This is an optimization exercise on Yosys and OpenROAD, whose aim is small area, a short achievable clock period and few clock cycles, not a production implementation.
RTL that was checked went through simulation tests only; none was proved equivalent to the original.
Only the layout flow was run in run 4; the RTL was not checked for function there.
Power and IR drop assume default switching activity.

**design/flow/config.mk**
```make
export PLATFORM = sky130hd
export DESIGN_NAME = depth_zero_run_decoder
export DESIGN_NICKNAME = depth_zero_run_decoder
export VERILOG_FILES = /design/flow/design.v
export SDC_FILE = /design/flow/constraint.sdc
export NUM_CORES = 4
export LEC_CHECK = 0
export CAP_MARGIN = 20
export CORE_MARGIN = 2
export CORE_UTILIZATION = 40
export SLEW_MARGIN = 20
```
**design/flow/constraint.sdc**
```tcl
create_clock -name core_clock -period 11.0 [get_ports {clock}]
set_input_delay 2.2000 -clock core_clock [delete_from_list [all_inputs] [get_ports {clock}]]
set_output_delay 2.2000 -clock core_clock [all_outputs]
set_load 0.01 [all_outputs]
```
**design/flow/design.v**
```verilog
package dzr_pkg;
   typedef logic [2:0] phase_type;
   localparam phase_type PH_WIDTH  = 3'd0;   
   localparam phase_type PH_HEIGHT = 3'd1;   
   localparam phase_type PH_EMPTY  = 3'd3;   
   localparam phase_type PH_FULL   = 3'd4;   
   localparam phase_type PH_LIT    = 3'd5;   
endpackage
module dzr_parser (
   input  logic        clock,
   input  logic        reset,
   input  logic        req_valid,
   output logic        req_ready,
   input  logic [7:0]  req_data_byte,
   output logic        rsp_valid,
   input  logic        rsp_ready,
   output logic [15:0] rsp_depth_value,
   output logic [31:0] rsp_repeat_count,
   output logic        rsp_frame_last,
   output logic        rsp_overrun_error
);
   logic        rdy, rdy_n;
   dzr_pkg::phase_type ph, ph_n;
   logic [1:0]  idx, idx_n;
   logic        mul, mul_n;
   logic        ec1, ec1_n;
   logic        ec2, ec2_n;
   logic [31:0] cnt, cnt_n;
   logic [31:0] rem, rem_n;
   logic [31:0] cnt_out, cnt_out_n;
   logic        sat, sat_n;
   logic        wovf, wovf_n;
   logic [7:0]  lo, lo_n;
   logic [15:0] dep, dep_n;
   logic        last_ff, last_n;
   logic        ovf_ff, ovf_n;
   logic        vld_ff, vld_n;
   logic        take;
   logic        last_byte, last_byte_n, writes_out_n;
   logic        mul_step, mul_busy_n;
   logic        rem_zero, rem_le1;
   logic [31:0] field;
   logic [31:0] x;
   logic        cin;
   logic [31:0] sum;
   logic        cout;
   assign take      = req_valid && rdy;
   assign field     = {req_data_byte, cnt[31:8]};
   assign last_byte = (ph == dzr_pkg::PH_LIT) ? idx[0] : (idx == 2'd3);
   assign mul_step  = mul && (cnt_out != 32'h0);
   assign rem_le1   = (rem[31:1] == 31'h0);
   assign rem_zero  = rem_le1 && !rem[0];
   always_comb begin
      if (mul) x = cnt_out[0] ? cnt : 32'h0;
      else if (ec1) x = ~cnt;
      else if (ec2) x = cnt_out;
      else x = 32'hFFFF_FFFF;
      cin = ec1;
   end
   logic [31:0] g [0:5];
   logic [31:0] p [0:5];
   always_comb begin
      g[0] = rem & x;
      p[0] = rem ^ x;
      g[0][0] = g[0][0] | (p[0][0] & cin);
      for (int l = 0; l < 5; l++) begin
         for (int i = 0; i < 32; i++) begin
            if (((i >> l) & 1) == 1) begin
               g[l + 1][i] = g[l][i] | (p[l][i] & g[l][((i >> l) << l) - 1]);
               p[l + 1][i] = p[l][i] & p[l][((i >> l) << l) - 1];
            end else begin
               g[l + 1][i] = g[l][i];
               p[l + 1][i] = p[l][i];
            end
         end
      end
      sum  = p[0] ^ {g[5][30:0], cin};
      cout = g[5][31];
   end
   always_comb begin
      ph_n      = ph;
      idx_n     = idx;
      mul_n     = mul;
      ec1_n     = ec1;
      ec2_n     = ec2;
      cnt_n     = cnt;
      rem_n     = rem;
      cnt_out_n = cnt_out;
      sat_n     = sat;
      wovf_n    = wovf;
      lo_n      = lo;
      dep_n     = dep;
      last_n    = last_ff;
      ovf_n     = ovf_ff;
      vld_n     = vld_ff && !rsp_ready;
      if (ec1 && !vld_ff) begin
         ec1_n     = 1'b0;
         ec2_n     = (cnt != 32'h0);
         rem_n     = sum;
         ovf_n     = !cout;
         cnt_out_n = cnt;
         dep_n     = 16'h0;
      end
      if (ec2) begin
         ec2_n  = 1'b0;
         vld_n  = 1'b1;
         last_n = ovf_ff || rem_zero;
         if (ovf_ff) begin
            cnt_out_n = sum;
            rem_n     = 32'h0;
         end
      end
      if (mul_step) begin
         rem_n     = sum;
         sat_n     = sat || (cnt_out[0] && (cout || wovf));
         wovf_n    = wovf || cnt[31];
         cnt_n     = {cnt[30:0], 1'b0};
         cnt_out_n = {1'b0, cnt_out[31:1]};
      end else if (mul) begin
         mul_n = 1'b0;
         if (sat) rem_n = 32'hFFFF_FFFF;
      end
      if (ph == dzr_pkg::PH_HEIGHT) begin
         rem_n  = 32'h0;
         sat_n  = 1'b0;
         wovf_n = 1'b0;
      end
      if (take) begin
         idx_n = last_byte ? 2'd0 : idx + 2'd1;
         case (ph)
            dzr_pkg::PH_HEIGHT: begin
               cnt_out_n = {req_data_byte, cnt_out[31:8]};
               if (last_byte) begin
                  ph_n  = dzr_pkg::PH_EMPTY;
                  mul_n = 1'b1;
               end
            end
            dzr_pkg::PH_LIT: begin
               if (!idx[0]) begin
                  lo_n = req_data_byte;
               end else begin
                  vld_n     = 1'b1;
                  dep_n     = {req_data_byte, lo};
                  cnt_out_n = 32'd1;
                  last_n    = (rem == 32'd1);
                  ovf_n     = rem_zero;
                  rem_n     = rem_zero ? rem : sum;
                  cnt_n     = cnt - 32'd1;
                  if (cnt == 32'd1) ph_n = rem_le1 ? dzr_pkg::PH_WIDTH : dzr_pkg::PH_EMPTY;
               end
            end
            default: begin
               cnt_n = field;
               if (last_byte) begin
                  if (ph == dzr_pkg::PH_WIDTH) ph_n = dzr_pkg::PH_HEIGHT;
                  if (ph == dzr_pkg::PH_EMPTY) begin
                     ph_n  = dzr_pkg::PH_FULL;
                     ec1_n = 1'b1;
                  end
                  if (ph == dzr_pkg::PH_FULL) begin
                     if (field != 32'h0) ph_n = dzr_pkg::PH_LIT;
                     else ph_n = rem_zero ? dzr_pkg::PH_WIDTH : dzr_pkg::PH_EMPTY;
                  end
               end
            end
         endcase
      end
      if (mul && !mul_step && rem_zero && !sat) ph_n = dzr_pkg::PH_WIDTH;
      mul_busy_n   = mul_step ? (cnt_out[31:1] != 31'h0) : mul_n;
      last_byte_n  = (ph_n == dzr_pkg::PH_LIT) ? idx_n[0] : (idx_n == 2'd3);
      writes_out_n = (ph_n == dzr_pkg::PH_HEIGHT) || ec1_n ||
                     (ph_n == dzr_pkg::PH_LIT && last_byte_n);
      rdy_n        = !mul_busy_n && !(writes_out_n && vld_n);
   end
   always_ff @(posedge clock) begin
      if (reset) begin
         ph     <= dzr_pkg::PH_WIDTH;
         idx    <= 2'd0;
         mul    <= 1'b0;
         ec1    <= 1'b0;
         ec2    <= 1'b0;
         vld_ff <= 1'b0;
         rdy    <= 1'b1;
      end else begin
         ph     <= ph_n;
         idx    <= idx_n;
         mul    <= mul_n;
         ec1    <= ec1_n;
         ec2    <= ec2_n;
         vld_ff <= vld_n;
         rdy    <= rdy_n;
      end
   end
   always_ff @(posedge clock) begin
      cnt     <= cnt_n;
      rem     <= rem_n;
      cnt_out <= cnt_out_n;
      sat     <= sat_n;
      wovf    <= wovf_n;
      lo      <= lo_n;
      dep     <= dep_n;
      last_ff <= last_n;
      ovf_ff  <= ovf_n;
   end
   assign req_ready         = rdy;
   assign rsp_valid         = vld_ff;
   assign rsp_depth_value   = dep;
   assign rsp_repeat_count  = cnt_out;
   assign rsp_frame_last    = last_ff;
   assign rsp_overrun_error = ovf_ff;
endmodule
module depth_zero_run_decoder (
   input  logic               clock,
   input  logic               reset,
   input  logic               req_valid,
   output logic               req_ready,
   input  logic [7:0]         req_data_byte,
   output logic               rsp_valid,
   input  logic               rsp_ready,
   output logic signed [15:0] rsp_depth_value,
   output logic [31:0]        rsp_repeat_count,
   output logic               rsp_frame_last,
   output logic               rsp_overrun_error
);
   dzr_parser u_parser (
      .clock             (clock),
      .reset             (reset),
      .req_valid         (req_valid),
      .req_ready         (req_ready),
      .req_data_byte     (req_data_byte),
      .rsp_valid         (rsp_valid),
      .rsp_ready         (rsp_ready),
      .rsp_depth_value   (rsp_depth_value),
      .rsp_repeat_count  (rsp_repeat_count),
      .rsp_frame_last    (rsp_frame_last),
      .rsp_overrun_error (rsp_overrun_error)
   );
endmodule
```
**design/flow/flow/run.sh**
```bash
#!/bin/bash
# Standard ORFS layout (standard synthesis unchanged). repair_timing aims for
# extra setup slack so the achieved period shrinks; ports get plain buf_1
# buffers; the clock tree uses smaller buffers. Constraints and clock are
# unchanged.
set -euo pipefail
bash standard.sh SETUP_SLACK_MARGIN=7.6 TNS_END_PERCENT=100 SKIP_GATE_CLONING=1 \
   "BUFFER_PORTS_ARGS=-buffer_cell sky130_fd_sc_hd__buf_1" \
   "CTS_BUF_LIST=sky130_fd_sc_hd__clkbuf_4 sky130_fd_sc_hd__clkbuf_8" finish > orfs_flow.log 2>&1
```
**design/flow/standard.sh**
```bash
#!/bin/bash
# synth_recipe.tcl (not shown) runs the flow's synth.tcl, then flattens the netlist and writes it again
# the make line also repeats each setting of config.mk as NAME=value (left out here)
make -C /OpenROAD-flow-scripts/flow DESIGN_CONFIG=/design/flow/config.mk WORK_HOME=/design/flow/orfs CLKGATE_MAP_FILE= SYNTH_SCRIPT=/design/flow/synth_recipe.tcl "${@:-finish}"
```
==> reports/qor_table.md, run 1 <==
| Result | Reported | Unit |
| --- | --- | --- |
| Top cells by area, synth | dfxtp_1, edfxtp_1, nand2_1 | - |
| Proportion of layout cells with a drive suffix above 1 | 0.1841 | - |
| Dominant combinational cell family by area after synthesis | compound AO/OA/AOI/OAI gates | - |
| Mean Syn Cell Area | 7.770 | sq um |
| Slew at the pin closest to its max-slew limit | 791.3 | ps |
| Total die area | 24270 | sq um |
| Clock network fraction of total power | 0.208 | - |
| Share of the synthesized netlist area taken by xor and xnor gates | 0.05037 | - |
| Share of synthesized area spent on multiplexers | 0.01847 | - |
| Final weighted congestion of routability-driven global placement | 0.9268 | - |
| Worst path slowest cell | fa_2 | - |
| Floorplan core area | 22640 | sq um |
| Share of synthesized cell area in and, or, nand and nor gates | 0.2122 | - |
| Outcome | complete, no violations | - |
| Die boundary width | 155.8 | microns |
| Post-DP HPWL | 21410 | microns |
| Number of buffers inserted by port buffering | 63 | - |
| Post-Synthesis Net Count | 1237 | - |
| Worst Min Path Start | u_parser.lo[0]$_DFFE_PP_ | - |
| Clk latency of the worst-skew pair | 470 | ps |
| Clock tree from TritonCTS | built | - |
| RSZ-0062 raised after global routing | true | - |
| Count of antenna-violating nets left after detailed routing | 0 | - |
| Worst Path Class, Setup | reg -> reg | - |
| Number of synthesized register bits | 134 | - |
| Share of the cycle needed by the critical path after routing | 0.3215 | - |
| Logic gate share of total power | 0.373 | - |
| Type of element launching the critical path | flop | - |
| Initial standard-cell utilization of the core | 0.4070 | - |
| Worst path top cell family by delay | compound AO/OA/AOI/OAI gates | - |
| Fin nets | 1271 | - |
| Overall Power | 1.945 | mW |
| Yosys warning count | 3 | - |
| Worst-case clock skew | 19.27 | ps |
| Slew headroom | 0.4696 | - |
| Endpoint of the lowest-slack register-to-register path | u_parser.rem[14]$_DFFE_PP_ | - |
| Routed wire per std cell | 22.44 | microns |
| Wire length reported by the detailed router | 34070 | microns |
| Fraction of synthesized cell area taken by the top area cell type | 0.2042 | - |
| Antenna violations before repair | 0 | - |
| Switching power of the nets | 818.7 | uW |
| Top cell type by total area after synthesis | dfxtp_1 | - |
| Register-to-Register Path Depth | 18 | - |
| Critical Path Fanout Max | 5 | - |
| Post-route worst hold slack | 444.3 | ps |
| Worst hold path stage count | 2 | - |
| Number of antenna diodes | 0 | - |
| Maximum count of clock buffers along a single path | 2 | - |
| Hold-critical path endpoint | u_parser.dep[0]$_DFF_P_ | - |
| Total overflow reported by the global router | 0 | - |
| Hold/Removal Path Class | reg -> reg | - |
| Ratio of total power to cell area | 176.7 | nW/um^2 |
| Required time of the worst setup path | 11210 | ps |
| Prevailing post-synth register cell | dfxtp_1 | - |
| Timing-limited maximum frequency | 282.7 | MHz |
| Share of power burned in registers | 0.420 | - |
| Sequential fraction of the synthesis area | 0.3346 | - |
| Number of placed I/O pins | 64 | - |
| Number of standard-cell rows in the floorplan | 55 | - |
| TritonCTS Buffers | 17 | - |
| Number of unique standard cell types used by synthesis | 59 | - |
| Largest voltage drop on the vdd net | 0.00009282 | V |
| Register Area | 3112 | sq um |
| Fraction of registers with async set or reset after synthesis | 0 | - |
| Area fraction in compound gates after synthesis | 0.2718 | - |
| Switching fraction of total power | 0.4209 | - |
| Most frequent cells in the layout | nand2_1, nor2_1, o21ai_0 | - |
| Die Y-Extent | 155.8 | microns |
| Cells after synthesis | 1186 | - |
| Cell-internal power | 1.127 | mW |
| Worst stage delay on the critical path | 360 | ps |
| Count of buffering cells on the critical path with inverters included | 7 | - |
| Arrival time worst endpoint | 3750 | ps |
| Via Count | 9650 | - |
| Leading cell type in the layout, fill and taps excluded | nand2_1 | - |
| Number of synthesized flops with an enable pin | 40 | - |
| Number of global-route vias before repair | 8769 | - |
| Post-cts hold buffer count | 0 | - |
| Drt via density | 6.357 | - |
| Number of filler cells placed in the layout | 2162 | - |
| Clock Pin Slew Worst Setup and Hold Paths | 100 | ps |
| Number of search-and-repair iterations in the first detailed-routing pass | 6 | - |
| Max-slew violation count | 0 | - |
| DR DRC count | 0 | - |
| Area of the multi-input gates | 6187 | sq um |
| CTS root buf | clkbuf_8 | - |
| H-tree depth reported by CTS | 4 | - |
| Pin count of the biggest net entering global routing | 68 | - |
| Total of endpoints with negative setup slack in the final report | 0 | - |
| Initial drt markers | 1145 | - |
| CP Capture Type | flop | - |
| Number of maximum-capacitance violations | 0 | - |
| Adder-cell area share of the yosys netlist | 0.05784 | - |
| CTS sink count | 134 | - |
| Leakage power summed over all cells | 4.045 | nW |
| Crit path time final | 3537 | ps |
| GRT Resource Usage Total | 0.2729 | - |
| FF-to-FF setup slack | 7460 | ps |
| Worst path cell trace | buf_12, clkinvlp_4, o31ai_4, fa_2, inv_2, fa_2, a211oi_2, o211ai_1, buf_4, buf_4, buf_6, a21boi_4, o21ai_2, a21oi_2, inv_1, a21oi_2, xor2_1, a221oi_1 | - |
| Area Overhead vs Synth | 19.46 | % |
| Wire length of the first global-routing pass | 51530 | microns |
| Fin util | 0.4862 | - |
| Reg-to-reg startpoint | u_parser.ec1$_SDFF_PP0_ | - |
| Final hold vios | 0 | - |
| Netlist area before placement | 9215 | sq um |
| Final setup TNS | 0 | ps |
[worst min-delay path, stage by stage, from the launching register on]
cell      delay, ps
edfxtp_1        330
nand2_1          50
nand2_1          40
[power by group through the flow]
stage | sequential, mW | combinational [mW] | clock (mW)
floorplan | 0.719 | 0.455 | 0
global placement | 0.806 | 0.574 | 0
detailed placement | 0.804 | 0.578 | 0
CTS | 0.798 | 0.631 | 0.411
global route | 0.824 | 0.792 | 0.430
finish | 0.816 | 0.725 | 0.404
[registers in the layout, indices dropped and copies added (netlist names), named ones only]
signal,flops
u_parser.wovf,1
u_parser.lo,8
u_parser.cnt,32
u_parser.ph,3
u_parser.cnt_out,32
u_parser.sat,1
u_parser.ec2,1
u_parser.rem,32
u_parser.dep,16
u_parser.rdy,1
u_parser.mul,1
u_parser.ec1,1
u_parser.idx,1
u_parser.ovf_ff,1
u_parser.vld_ff,1
u_parser.last_ff,1
[through the flow]
step / area, sq um / cells / worst slack [ps]
after floorplan: 9384 / 1186 / 7506
after global placement: 9663 / 1441 / 6835
after detailed placement: 9663 / 1441 / 6777
after CTS: 10510 / 1499 / 7491
after global routing: 11010 / 1518 / 7345
final: 11010 / 1518 / 7463
[worst max path at each step]
stage               slack (ps)                      endpoint               startpoint  cells after the start
finish                    7460    u_parser.rem[14]$_DFFE_PP_  u_parser.ec1$_SDFF_PP0_                     18
global route              7350    u_parser.rem[15]$_DFFE_PP_  u_parser.ec1$_SDFF_PP0_                     18
CTS                       7490  u_parser.cnt_out[22]$_DFF_P_  u_parser.ec1$_SDFF_PP0_                     16
detailed placement        6780    u_parser.rem[31]$_DFFE_PP_  u_parser.ec1$_SDFF_PP0_                     15
global placement          6840    u_parser.rem[31]$_DFFE_PP_                req_valid                      6
floorplan                 7510       u_parser.rdy$_SDFF_PP1_                req_valid                     10
[final cells by class]
type,instances,share of cell area
inverter,17,0.006479
clock buffer,17,0.02125
clock inverter,15,0.01228
timing repair buffer,128,0.08286
sequential,134,0.2827
multi-input combinational,922,0.5621
tap,285,0.03239
[per-layer routing]
| layer | vias to the layer above | wire length [microns] | GRT usage |
|---|---|---|---|
| met1 | 4679 | 14330 | 0.3747 |
| li1 | 4411 | - | - |
| met4 | 0 | 915 | 0.08737 |
| met2 | 494 | 15750 | 0.4383 |
| met5 | - | 0 | 0 |
| met3 | 66 | 3076 | 0.04639 |
[Yosys cell counts (19+ instances only)]
master / n
nand2_1: 190
nor2_1: 110
clkbuf_1: 95
dfxtp_1: 94
o21ai_0: 92
a21oi_1: 81
a21o_1: 42
edfxtp_1: 40
a221oi_1: 39
ha_1: 33
nand3_1: 31
xnor2_1: 28
xor2_1: 25
nor3_1: 23
a211oi_1: 22
nor4_1: 22
a22oi_1: 19
[what timing repair did]
action                                  in CTS  in global routing
endpoints found under the setup margin     102                 90
pin swaps                                   28                 43
resized for setup                           55                 85
setup buffers                               26                 19
[logic make-up after synthesis]
group           Yosys count
fa+ha+maj                39
simple gates            435
mux                      17
compound gates          378
xor+xnor                 53
flops                   134
buf+inv                 130
Testbench counts, summed over its fixed seeds: cycles 67,436.
==> run 2: changes to the inputs <==
==> design/flow/flow/run.sh (replaced) <==
#!/bin/bash
# Standard ORFS layout (standard synthesis unchanged). repair_timing aims for
# extra setup slack so the achieved period shrinks; ports get plain buf_1
# buffers; the clock tree uses smaller buffers. Constraints and clock are
# unchanged.
set -euo pipefail
bash standard.sh SETUP_SLACK_MARGIN=7.5 \
   "BUFFER_PORTS_ARGS=-buffer_cell sky130_fd_sc_hd__buf_1" \
   "CTS_BUF_LIST=sky130_fd_sc_hd__clkbuf_4 sky130_fd_sc_hd__clkbuf_8" finish > orfs_flow.log 2>&1
==> reports/qor_table.md, run 2 <==
| Result | Reported | Unit |
| --- | --- | --- |
| Outcome | complete, no violations | - |
| Worst path cell trace | buf_1 | - |
| Leakage power summed over all cells | 4.026 | nW |
| Share of power burned in registers | 0.419 | - |
| Switching power of the nets | 800.7 | uW |
| Arrival time worst endpoint | 1280 | ps |
| Most used standard cells in the synthesized netlist | nand2_1, nor2_1, clkbuf_1 | - |
| Number of synthesized flops with an enable pin | 40 | - |
| Worst-case clock skew | 18.60 | ps |
| Netlist area before placement | 9215 | sq um |
| Total overflow reported by the global router | 0 | - |
| Mean Syn Cell Area | 7.770 | sq um |
| GRT Resource Usage Total | 0.2736 | - |
| CP Capture Type | output pin | - |
| Clock network fraction of total power | 0.223 | - |
| Area fraction in compound gates after synthesis | 0.2718 | - |
| Final setup TNS | 0 | ps |
| Worst path top cell family by delay | flip-flops | - |
| Clock tree from TritonCTS | built | - |
| Leading cell type in the layout, fill and taps excluded | nand2_1 | - |
| Adder-cell area share of the yosys netlist | 0.05784 | - |
| Timing-limited maximum frequency | 287.3 | MHz |
| Share of synthesized cell area in and, or, nand and nor gates | 0.2122 | - |
| Switching fraction of total power | 0.4233 | - |
| Max-slew violation count | 0 | - |
| CTS sink count | 134 | - |
| Count of buffering cells on the critical path with inverters included | 1 | - |
| Wire length of the first global-routing pass | 51300 | microns |
| Slew headroom | 0.3044 | - |
| Slew at the pin closest to its max-slew limit | 1041 | ps |
| TritonCTS Buffers | 17 | - |
| Number of unique standard cell types used by synthesis | 59 | - |
| GR met1 Demand/Resource | 0.3745 | - |
| Largest voltage drop on the vdd net | 0.00008221 | V |
| Prevailing post-synth register cell | dfxtp_1 | - |
| Total of endpoints with negative setup slack in the final report | 0 | - |
| Type of element launching the critical path | flop | - |
| Logic gate share of total power | 0.358 | - |
| Worst path slowest cell | dfxtp_1 | - |
| Number of synthesized register bits | 134 | - |
| Required time of the worst setup path | 8800 | ps |
| H-tree depth reported by CTS | 4 | - |
| Die boundary width | 155.8 | microns |
| Layer with the highest usage | met2 | - |
| Hold/Removal Path Class | reg -> reg | - |
| DR DRC count | 0 | - |
| Number of global-route vias before repair | 8775 | - |
| Most frequent cells in the layout | nand2_1, nor2_1, dfxtp_1 | - |
| Worst stage delay on the critical path | 580 | ps |
| Pin count of the biggest net entering global routing | 68 | - |
| Wire length reported by the detailed router | 33810 | microns |
| Fraction of registers with async set or reset after synthesis | 0 | - |
| Maximum count of clock buffers along a single path | 2 | - |
| RSZ-0062 raised after global routing | true | - |
| Number of buffers inserted by port buffering | 63 | - |
| Floorplan core area | 22640 | sq um |
| Dominant combinational cell family by area after synthesis | compound AO/OA/AOI/OAI gates | - |
| Fraction of synthesized cell area taken by the top area cell type | 0.2042 | - |
| Share of synthesized area spent on multiplexers | 0.01847 | - |
| Via Count | 9585 | - |
| Yosys warning count | 3 | - |
| Placed Instance Area | 9658 | sq um |
| Cell-internal power | 1.091 | mW |
| Number of placed I/O pins | 64 | - |
| Global-route track usage on met3 | 0.04500 | - |
| Worst Path Class, Setup | reg -> out | - |
| Most used standard cell by instance count after synthesis | nand2_1 | - |
| Proportion of layout cells with a drive suffix above 1 | 0.1348 | - |
| Critical Path Fanout Max | 6 | - |
| Routed wire per std cell | 22.41 | microns |
| Initial standard-cell utilization of the core | 0.4070 | - |
| Cells after synthesis | 1186 | - |
| Clock Pin Slew Worst Setup and Hold Paths | 100 | ps |
| Final weighted congestion of routability-driven global placement | 0.9088 | - |
| Number of standard-cell rows in the floorplan | 55 | - |
| Total die area | 24270 | sq um |
| CTS root buf | clkbuf_8 | - |
| Final hold vios | 0 | - |
| Number of filler cells placed in the layout | 2209 | - |
| Post-Synthesis Net Count | 1237 | - |
| Ratio of total power to cell area | 176.0 | nW/um^2 |
| Number of search-and-repair iterations in the first detailed-routing pass | 5 | - |
| Fin nets | 1262 | - |
| Post-DP HPWL | 21310 | microns |
| Initial drt markers | 1016 | - |
| Area Overhead vs Synth | 16.63 | % |
| Sequential fraction of the synthesis area | 0.3346 | - |
| Count of antenna-violating nets left after detailed routing | 0 | - |
| Antenna violations before repair | 0 | - |
| Top cells by area, synth | dfxtp_1, edfxtp_1, nand2_1 | - |
| Final Cell Area | 10750 | sq um |
| Drt via density | 6.352 | - |
| Crit path time final | 3481 | ps |
| Clk latency of the worst-skew pair | 480 | ps |
| Registers with the most flip-flops | u_parser.cnt: 32 flops, u_parser.cnt_out: 32 flops, u_parser.rem: 32 flops | - |
| Met2 global-route usage | 0.4250 | - |
| Top cell type by total area after synthesis | dfxtp_1 | - |
| Share of the cycle needed by the critical path after routing | 0.3164 | - |
| Post-cts hold buffer count | 0 | - |
| Die Y-Extent | 155.8 | microns |
| Share of the synthesized netlist area taken by xor and xnor gates | 0.05037 | - |
| Number of antenna diodes | 0 | - |
| Number of maximum-capacitance violations | 0 | - |
run 2: cells by family (layout without fill, tap and decap cells):
group,count (synthesis),after routing
multiplexers,17,17
AO/OA/AOI/OAI,378,378
XOR/XNOR,53,53
adder cells (fa/ha/maj),39,39
buffers and inverters,130,167
AND/OR/NAND/NOR,435,436
flip-flops,134,134
run 2: worst paths after layout:
| check | startpoint | endpoint | slack (ps) | cells past startpoint |
|---|---|---|---|---|
| worst max-delay path | u_parser.cnt_out[14]$_DFF_P_ | rsp_repeat_count[14] | 7520 | 1 |
| worst min-delay path | u_parser.lo[6]$_DFFE_PP_ | u_parser.dep[6]$_DFF_P_ | 430 | 2 |
| worst max register to register | u_parser.ec1$_SDFF_PP0_ | u_parser.cnt_out[27]$_DFF_P_ | 7540 | 15 |
| worst min register to register | u_parser.lo[6]$_DFFE_PP_ | u_parser.dep[6]$_DFF_P_ | 430 | 2 |
run 2: timing repair:
item / CTS / global route
setup buffers: 18 / 10
cloned: 4 / 1
pin swaps: 17 / 29
endpoints found under the setup margin: 62 / 42
resized for setup: 30 / 50
run 2: per-layer routing:
layer,share of wire,wire length [microns]
met1,0.43,14480
met2,0.46,15400
met3,0.079,2674
met4,0.037,1251
met5,0,0
run 2: through the flow:
stage | setup slack, ps | hold WS, ps | util | instances | total power, mW
2_1_floorplan | 7500 | 408.1 | - | 1186 | 1.170
3_3_place_gp | 6472 | 412.3 | 0.4266 | 1444 | 1.368
3_5_place_dp | 6401 | 418.8 | 0.4266 | 1444 | 1.373
4_1_cts | 7467 | 442.3 | 0.4609 | 1498 | 1.814
5_1_grt | 7379 | 446.6 | 0.4747 | 1509 | 1.991
6_report | 7519 | 433.7 | 0.4747 | 1509 | 1.892
run 2: cell type report:
type                       instances  area (sq um)  share of cell area
sequential                       134          3099              0.2884
clock buffer                      17         234.0             0.02177
tap                              285         356.6             0.03318
inverter                          17         63.81            0.005937
timing repair buffer             118         852.1             0.07928
clock inverter                    15         150.1             0.01397
multi-input combinational        923          5992              0.5575
run 2: power groups by stage:
stage | Sequential, mW | Clock (mW) | Combinational [mW]
after floorplan | 0.719 | 0 | 0.451
after global placement | 0.794 | 0 | 0.573
after detailed placement | 0.793 | 0 | 0.579
after CTS | 0.782 | 0.426 | 0.606
after global routing | 0.800 | 0.446 | 0.744
final | 0.792 | 0.422 | 0.678
==> run 3: changes to the inputs <==
--- a/design/flow/flow/run.sh
+++ b/design/flow/flow/run.sh
@@ -4,6 +4,6 @@
 # buffers; the clock tree uses smaller buffers. Constraints and clock are
 # unchanged.
 set -euo pipefail
-bash standard.sh SETUP_SLACK_MARGIN=7.5 \
+bash standard.sh SETUP_SLACK_MARGIN=7.5 TNS_END_PERCENT=100 SKIP_GATE_CLONING=1 \
    "BUFFER_PORTS_ARGS=-buffer_cell sky130_fd_sc_hd__buf_1" \
    "CTS_BUF_LIST=sky130_fd_sc_hd__clkbuf_4 sky130_fd_sc_hd__clkbuf_8" finish > orfs_flow.log 2>&1
==> reports/qor_table.md, run 3 <==
| Result | Reported | Unit |
| --- | --- | --- |
| Floorplan core area | 22640 | sq um |
| Count of antenna-violating nets left after detailed routing | 0 | - |
| Logic gate share of total power | 0.357 | - |
| Number of synthesized flops with an enable pin | 40 | - |
| Outcome | complete, no violations | - |
| Register-to-Register Path Depth | 16 | - |
| Worst path cell trace | buf_12, and2_1, buf_12, a21o_1, fa_2, a211oi_4, o211ai_1, buf_4, nand4_1, o211ai_1, buf_4, o21a_1, nor2_1, xor2_1, a211oi_1, a221o_1 | - |
| Number of unique standard cell types used by synthesis | 59 | - |
| Worst Path Class, Setup | reg -> reg | - |
| Crit path time final | 3489 | ps |
| Top cells by area, synth | dfxtp_1, edfxtp_1, nand2_1 | - |
| H-tree depth reported by CTS | 4 | - |
| Timing-limited maximum frequency | 286.6 | MHz |
| Number of global-route vias before repair | 8700 | - |
| Arrival time worst endpoint | 3860 | ps |
| Switching power of the nets | 801.5 | uW |
| Count of buffering cells on the critical path with inverters included | 4 | - |
| Worst-case clock skew | 17.54 | ps |
| Area Overhead vs Synth | 15.59 | % |
| Endpoint of the lowest-slack register-to-register path | u_parser.cnt_out[22]$_DFF_P_ | - |
| Antenna violations before repair | 0 | - |
| Number of buffers inserted by port buffering | 63 | - |
| Clock Pin Slew Worst Setup and Hold Paths | 100 | ps |
| Ratio of total power to cell area | 177.5 | nW/um^2 |
| Prevailing post-synth register cell | dfxtp_1 | - |
| Number of maximum-capacitance violations | 0 | - |
| Clk latency of the worst-skew pair | 490 | ps |
| Worst path top cell family by delay | compound AO/OA/AOI/OAI gates | - |
| Slew headroom | 0.3114 | - |
| Type of element launching the critical path | flop | - |
| CTS sink count | 134 | - |
| Die Y-Extent | 155.8 | microns |
| Instance count on the critical path | 16 | - |
| CP Capture Type | flop | - |
| Register Area | 3094 | sq um |
| Yosys warning count | 3 | - |
| Worst path slowest cell | fa_2 | - |
| Switching fraction of total power | 0.4239 | - |
| Pin count of the biggest net entering global routing | 68 | - |
| Post-DP HPWL | 21310 | microns |
| Routed wire per std cell | 22.19 | microns |
| TritonCTS Buffers | 17 | - |
| Hold-critical path endpoint | u_parser.dep[6]$_DFF_P_ | - |
| Post-cts hold buffer count | 0 | - |
| Number of synthesized register bits | 134 | - |
| Largest voltage drop on the vdd net | 0.00008446 | V |
| RSZ-0062 raised after global routing | true | - |
| CTS root buf | clkbuf_8 | - |
| Worst hold path stage count | 2 | - |
| Wire length of the first global-routing pass | 51010 | microns |
| Proportion of layout cells with a drive suffix above 1 | 0.1318 | - |
| Max-slew violation count | 0 | - |
| Worst stage delay on the critical path | 400 | ps |
| Share of the cycle needed by the critical path after routing | 0.3172 | - |
| Drt via density | 6.280 | - |
| Top cell type by total area after synthesis | dfxtp_1 | - |
| Number of standard-cell rows in the floorplan | 55 | - |
| Initial drt markers | 992 | - |
| Critical Path Fanout Max | 21 | - |
| Total die area | 24270 | sq um |
| Area of the multi-input gates | 5983 | sq um |
| Cell-internal power | 1.089 | mW |
| Clock network fraction of total power | 0.224 | - |
| Final weighted congestion of routability-driven global placement | 0.9088 | - |
| Fin util | 0.4705 | - |
| Sequential fraction of the synthesis area | 0.3346 | - |
| Number of antenna diodes | 0 | - |
| Initial standard-cell utilization of the core | 0.4070 | - |
| Clock tree from TritonCTS | built | - |
| Leakage power summed over all cells | 3.980 | nW |
| Required time of the worst setup path | 11370 | ps |
| Post-Synthesis Net Count | 1237 | - |
| Registers with the most flip-flops | u_parser.cnt: 32 flops, u_parser.cnt_out: 32 flops, u_parser.rem: 32 flops | - |
| Most used standard cell by instance count after synthesis | nand2_1 | - |
| Total overflow reported by the global router | 0 | - |
| FF-to-FF setup slack | 7510 | ps |
| Fraction of registers with async set or reset after synthesis | 0 | - |
| Mean Syn Cell Area | 7.770 | sq um |
| Final setup TNS | 0 | ps |
| Wire length reported by the detailed router | 33440 | microns |
| Via Count | 9464 | - |
| Slew at the pin closest to its max-slew limit | 1031 | ps |
| Most used standard cells in the synthesized netlist | nand2_1, nor2_1, clkbuf_1 | - |
| Reg-to-reg startpoint | u_parser.mul$_SDFF_PP0_ | - |
| Leading cell type in the layout, fill and taps excluded | nand2_1 | - |
| Netlist area before placement | 9215 | sq um |
| Cells after synthesis | 1186 | - |
| Maximum count of clock buffers along a single path | 2 | - |
| Number of placed I/O pins | 64 | - |
| Hold/Removal Path Class | reg -> reg | - |
| Fin nets | 1260 | - |
| DR DRC count | 0 | - |
| GRT Resource Usage Total | 0.2718 | - |
| Final hold vios | 0 | - |
| Die boundary width | 155.8 | microns |
| Fraction of synthesized cell area taken by the top area cell type | 0.2042 | - |
| Number of filler cells placed in the layout | 2219 | - |
| Number of search-and-repair iterations in the first detailed-routing pass | 5 | - |
| Worst Min Path Start | u_parser.lo[6]$_DFFE_PP_ | - |
| Post-route worst hold slack | 439.4 | ps |
| Total of endpoints with negative setup slack in the final report | 0 | - |
| Share of power burned in registers | 0.419 | - |
| Most frequent cells in the layout | nand2_1, nor2_1, dfxtp_1 | - |
[run 3: worst max path at each step]
stage                                               to                    start  slack [ps]
after floorplan                u_parser.rdy$_SDFF_PP1_                req_valid        7500
after global placement      u_parser.rem[31]$_DFFE_PP_  u_parser.ec1$_SDFF_PP0_        6470
after detailed placement    u_parser.rem[31]$_DFFE_PP_  u_parser.ec1$_SDFF_PP0_        6400
after CTS                   u_parser.rem[31]$_DFFE_PP_  u_parser.mul$_SDFF_PP0_        7510
after global routing        u_parser.rem[26]$_DFFE_PP_  u_parser.ec1$_SDFF_PP0_        7350
final                     u_parser.cnt_out[22]$_DFF_P_  u_parser.mul$_SDFF_PP0_        7510
[run 3: logic make-up (layout without fill, tap and decap cells)]
group / Yosys count / in the layout / share of synthesized area
and+or+nand+nor: 435 / 435 / 0.2122
muxes: 17 / 17 / 0.01847
adders and majority gates: 39 / 39 / 0.05784
xor gates and xnor gates: 53 / 53 / 0.05037
buffers and inverters: 130 / 166 / 0.05472
AOI/OAI and AO/OA: 378 / 378 / 0.2718
DFF: 134 / 134 / 0.3346
[run 3: repair_timing]
item                                    in CTS  in global routing
resized for setup                           26                 46
setup buffers                               20                 11
pin swaps                                   13                 21
endpoints found under the setup margin      62                 45
[run 3: worst reg2reg max path, cell delays in order (launching register included)]
cell and delay [ps]:
dfxtp_1 330, buf_12 160, and2_1 180, buf_12 160
a21o_1 210, fa_2 400, a211oi_4 260, o211ai_1 140
buf_4 170, nand4_1 110, o211ai_1 140, buf_4 180
o21a_1 170, nor2_1 120, xor2_1 260, a211oi_1 120
a221o_1 270
[run 3: power by group through the flow]
stage               clock network, mW  registers [mW]  logic, mW
finish                          0.424           0.793      0.674
global route                    0.447           0.801      0.742
CTS                             0.426           0.783      0.609
detailed placement                  0           0.793      0.579
global placement                    0           0.794      0.573
floorplan                           0           0.719      0.451
[run 3: metrics by stage]
stage	total power [mW]	worst slack [ps]	instances	cell area, sq um
after detailed placement	1.373	6401	1444	9658
after CTS	1.817	7509	1496	10350
final	1.891	7511	1507	10650
after floorplan	1.170	7500	1186	9336
after global routing	1.990	7351	1507	10650
after global placement	1.368	6472	1444	9658
[run 3: final cells by class]
| type | instances | share of cell area |
|---|---|---|
| Inverter | 17 | 0.006343 |
| Sequential cell | 134 | 0.2905 |
| Timing Repair Buffer | 117 | 0.07189 |
| Clock buffer | 17 | 0.02197 |
| Tap cell | 285 | 0.03348 |
| Clock inverter | 15 | 0.01410 |
| Multi-Input combinational cell | 922 | 0.5617 |
[run 3: layer usage]
metal / part of all wire / track usage
met1: 0.44 / 0.3778
met2: 0.45 / 0.4229
met3: 0.073 / 0.04361
met4: 0.032 / 0.1070
met5: 0 / 0
==> run 4: changes to the inputs <==
--- a/design/flow/design.v
+++ b/design/flow/design.v
@@ -77,6 +77,18 @@
       sum  = p[0] ^ {g[5][30:0], cin};
       cout = g[5][31];
    end
+   logic [31:0] cnt_dec;
+   logic [31:0] zb [0:5];
+   always_comb begin
+      zb[0] = {~cnt[30:0], 1'b1};
+      for (int l = 0; l < 5; l++) begin
+         for (int i = 0; i < 32; i++) begin
+            if (i >= (1 << l)) zb[l + 1][i] = zb[l][i] & zb[l][i - (1 << l)];
+            else zb[l + 1][i] = zb[l][i];
+         end
+      end
+      cnt_dec = cnt ^ zb[5];
+   end
    always_comb begin
       ph_n      = ph;
       idx_n     = idx;
@@ -145,7 +157,7 @@
                   last_n    = (rem == 32'd1);
                   ovf_n     = rem_zero;
                   rem_n     = rem_zero ? rem : sum;
-                  cnt_n     = cnt - 32'd1;
+                  cnt_n     = cnt_dec;
                   if (cnt == 32'd1) ph_n = rem_le1 ? dzr_pkg::PH_WIDTH : dzr_pkg::PH_EMPTY;
                end
             end
==> reports/qor_table.md, run 4 <==
| Result | Reported | Unit |
| --- | --- | --- |
| Number of synthesized register bits | 134 | - |
| Wire length reported by the detailed router | 34660 | microns |
| Post-cts hold buffer count | 0 | - |
| Via Count | 9798 | - |
| Number of standard-cell rows in the floorplan | 55 | - |
| Leakage power summed over all cells | 4.088 | nW |
| Number of antenna diodes | 0 | - |
| Top cell type by total area after synthesis | dfxtp_1 | - |
| Floorplan core area | 22780 | sq um |
| Most frequent cells in the layout | nand2_1, o21ai_0, nor2_1 | - |
| Total overflow reported by the global router | 0 | - |
| Hold/Removal Path Class | reg -> reg | - |
| Number of synthesized flops with an enable pin | 40 | - |
| Outcome | complete, no violations | - |
| Share of synthesized area spent on multiplexers | 0.01714 | - |
| Share of the cycle needed by the critical path after routing | 0.3395 | - |
| Ratio of total power to cell area | 178.8 | nW/um^2 |
| Required time of the worst setup path | 11310 | ps |
| Critical Path Fanout Max | 21 | - |
| Post-Synthesis Net Count | 1245 | - |
| Registers with the most flip-flops | u_parser.cnt: 32 flops, u_parser.cnt_out: 32 flops, u_parser.rem: 32 flops | - |
| CTS root buf | clkbuf_8 | - |
| Dominant combinational cell family by area after synthesis | compound AO/OA/AOI/OAI gates | - |
| Post-DP HPWL | 21840 | microns |
| Area fraction in compound gates after synthesis | 0.2809 | - |
| DR DRC count | 0 | - |
| Area Overhead vs Synth | 16.00 | % |
| Maximum count of clock buffers along a single path | 2 | - |
| Antenna violations before repair | 0 | - |
| Drt via density | 6.354 | - |
| Yosys warning count | 4 | - |
| Wire length of the first global-routing pass | 53320 | microns |
| Fin nets | 1267 | - |
| Overall Power | 1.939 | mW |
| Routed wire per std cell | 22.48 | microns |
| Number of placed I/O pins | 64 | - |
| Final hold vios | 0 | - |
| Count of antenna-violating nets left after detailed routing | 0 | - |
| FF-to-FF setup slack | 7270 | ps |
| Fraction of synthesized cell area taken by the top area cell type | 0.2013 | - |
| Total of endpoints with negative setup slack in the final report | 0 | - |
| H-tree depth reported by CTS | 4 | - |
| Largest voltage drop on the vdd net | 0.00009402 | V |
| Top cells by area, synth | dfxtp_1, edfxtp_1, nand2_1 | - |
| Timing-limited maximum frequency | 267.8 | MHz |
| Type of element launching the critical path | flop | - |
| Clock Pin Slew Worst Setup and Hold Paths | 90 | ps |
| RSZ-0062 raised after global routing | true | - |
| TritonCTS Buffers | 17 | - |
| Fraction of registers with async set or reset after synthesis | 0 | - |
| Share of synthesized cell area in and, or, nand and nor gates | 0.2116 | - |
| Number of global-route vias before repair | 8931 | - |
| Most used standard cell by instance count after synthesis | nand2_1 | - |
| Initial standard-cell utilization of the core | 0.4103 | - |
| Slew headroom | 0.3530 | - |
| Worst-case clock skew | 19.28 | ps |
| Sequential fraction of the synthesis area | 0.3299 | - |
| CP Capture Type | flop | - |
| Netlist area before placement | 9346 | sq um |
| Number of search-and-repair iterations in the first detailed-routing pass | 7 | - |
| Die Y-Extent | 156.9 | microns |
| Max-slew violation count | 0 | - |
| Register Area | 3088 | sq um |
| CTS sink count | 134 | - |
| Cells after synthesis | 1194 | - |
| Final Cell Area | 10840 | sq um |
| Leading cell type in the layout, fill and taps excluded | nand2_1 | - |
| Adder-cell area share of the yosys netlist | 0.05703 | - |
| Die boundary width | 156.9 | microns |
| Number of unique standard cell types used by synthesis | 70 | - |
| Number of buffers inserted by port buffering | 63 | - |
| Final weighted congestion of routability-driven global placement | 0.8742 | - |
| GRT Resource Usage Total | 0.2817 | - |
| Area of the multi-input gates | 6112 | sq um |
| Mean Syn Cell Area | 7.828 | sq um |
| Slew at the pin closest to its max-slew limit | 962.4 | ps |
| Initial drt markers | 1144 | - |
| Crit path time final | 3734 | ps |
| Worst Path Class, Setup | reg -> reg | - |
| Number of filler cells placed in the layout | 2254 | - |
| Final setup TNS | 0 | ps |
| Arrival time worst endpoint | 4050 | ps |
| Clk latency of the worst-skew pair | 470 | ps |
| Share of the synthesized netlist area taken by xor and xnor gates | 0.04685 | - |
| Pin count of the biggest net entering global routing | 64 | - |
| Number of maximum-capacitance violations | 0 | - |
| Prevailing post-synth register cell | dfxtp_1 | - |
| Most used standard cells in the synthesized netlist | nand2_1, o21ai_0, nor2_1 | - |
| Total die area | 24610 | sq um |
| Clock tree from TritonCTS | built | - |
| Placed Instance Area | 9764 | sq um |
| Proportion of layout cells with a drive suffix above 1 | 0.1334 | - |
==> run 4: cell count changes after synthesis, moves of 6 or more <==
cell	change
o21ai_0	+17
nand3_1	-14
clkbuf_1	-11
nand2_1	+10
a21oi_1	-8
a31oi_1	+8
a22oi_1	-7
nor3_1	-7
a21o_1	-6
a311oi_1	-6
==> run 4: where the power goes <==
group	switching, mW	internal (mW)
clock	0.227	0.225
sequential	0.179	0.616
combinational	0.380	0.313
==> run 4: area by class of cell <==
cell class,instances,share of cell area
Inverter,18,0.006578
Clock buffer,17,0.02158
Tap cell,313,0.03612
Clock inverter,15,0.01650
Sequential cell,134,0.2848
Timing Repair Buffer,114,0.07063
Multi-Input combinational cell,931,0.5638
==> run 4: final timing paths <==
path | end | depth (start not counted) | start
setup / recovery | u_parser.rem[31]$_DFFE_PP_ | 14 | u_parser.mul$_SDFF_PP0_
hold / removal | u_parser.dep[3]$_DFF_P_ | 2 | u_parser.lo[3]$_DFFE_PP_
setup reg to reg | u_parser.rem[31]$_DFFE_PP_ | 14 | u_parser.mul$_SDFF_PP0_
hold reg to reg | u_parser.dep[3]$_DFF_P_ | 2 | u_parser.lo[3]$_DFFE_PP_
==> run 4: cell families after synthesis <==
| group | count (synthesis) |
|---|---|
| buffers and inverters | 129 |
| AO/OA/AOI/OAI | 396 |
| AND/OR/NAND/NOR | 430 |
| flip-flops | 134 |
| XOR/XNOR | 50 |
| multiplexers | 16 |
| adder cells (fa/ha/maj) | 39 |
==> run 4: timing repair <==
action / CTS / global route
pin swaps: 18 / 13
resized for setup: 41 / 40
buffers inserted: 23 / 9
setup endpoints to repair: 97 / 50
==> run 4: stage by stage <==
step / worst slack (ps) / cells / hold WS (ps) / utilization
finish: 7266 / 1542 / 451.8 / 0.4760
global route: 7130 / 1542 / 485.3 / 0.4760
CTS: 7367 / 1533 / 454.4 / 0.4650
detailed placement: 6383 / 1478 / 431.2 / 0.4287
global placement: 6446 / 1478 / 426.0 / 0.4285
floorplan: 7373 / 1194 / 417.8 / -
==> run 4: per-layer routing <==
| layer | vias up | GRT usage | wire length, microns |
|---|---|---|---|
| li1 | 4441 | - | - |
| met1 | 4802 | 0.4071 | 15250 |
| met2 | 489 | 0.4254 | 15510 |
| met3 | 66 | 0.04514 | 2996 |
| met4 | 0 | 0.09436 | 904 |
| met5 | - | 0 | 0 |
==> run 4: worst max-delay path, stage by stage (launching register included) <==
cell      delay (ps)
dfxtp_1          330
buf_12           160
and2_1           180
buf_12           160
a21o_1           190
fa_2             420
a211oi_4         260
o211ai_1         160
and3_4           200
or4_4            590
a31oi_4          290
buf_4            170
o21ai_4           80
and3b_1          210
nor3_1           170

## static timing again, ports no longer ideal
In the flow no input, the clock included, has a driving cell. The finished layouts below were timed again as built, in two steps. Step 1 assumes that a clkbuf_16 drives the clock port and a buf_2 every other input. Step 2, shift: input delay + t, output delay - t, t = (earliest + latest rising clock arrival at the registers) / 2. This alone moves slack from input paths to output paths. Slacks: ideal / step 1 / step 2; pairs: ideal / step 1.
| run | t (ns) | setup WS [ns] | worst hold slack (ns) | worst setup path at the end |
|---|---|---|---|---|
| run 1 | 0.507 | 7.463 / 7.463 / 7.112 | 0.444 / 0.444 / 0.444 | input to register |
| run 2 | 0.518 | 7.519 / 7.475 / 7.053 | 0.434 / 0.434 / 0.434 | input to register |
| run 3 | 0.522 | 7.511 / 7.491 / 7.071 | 0.439 / 0.439 / 0.439 | input to register |
| run 4 | 0.501 | 7.266 / 7.266 / 6.990 | 0.452 / 0.452 / 0.452 | input to register |
After both steps setup and hold are still met in every run listed. For run 2, which loses most, drivers alone change the setup slack by -0.044 ns; drivers and shift together by -0.466 ns.
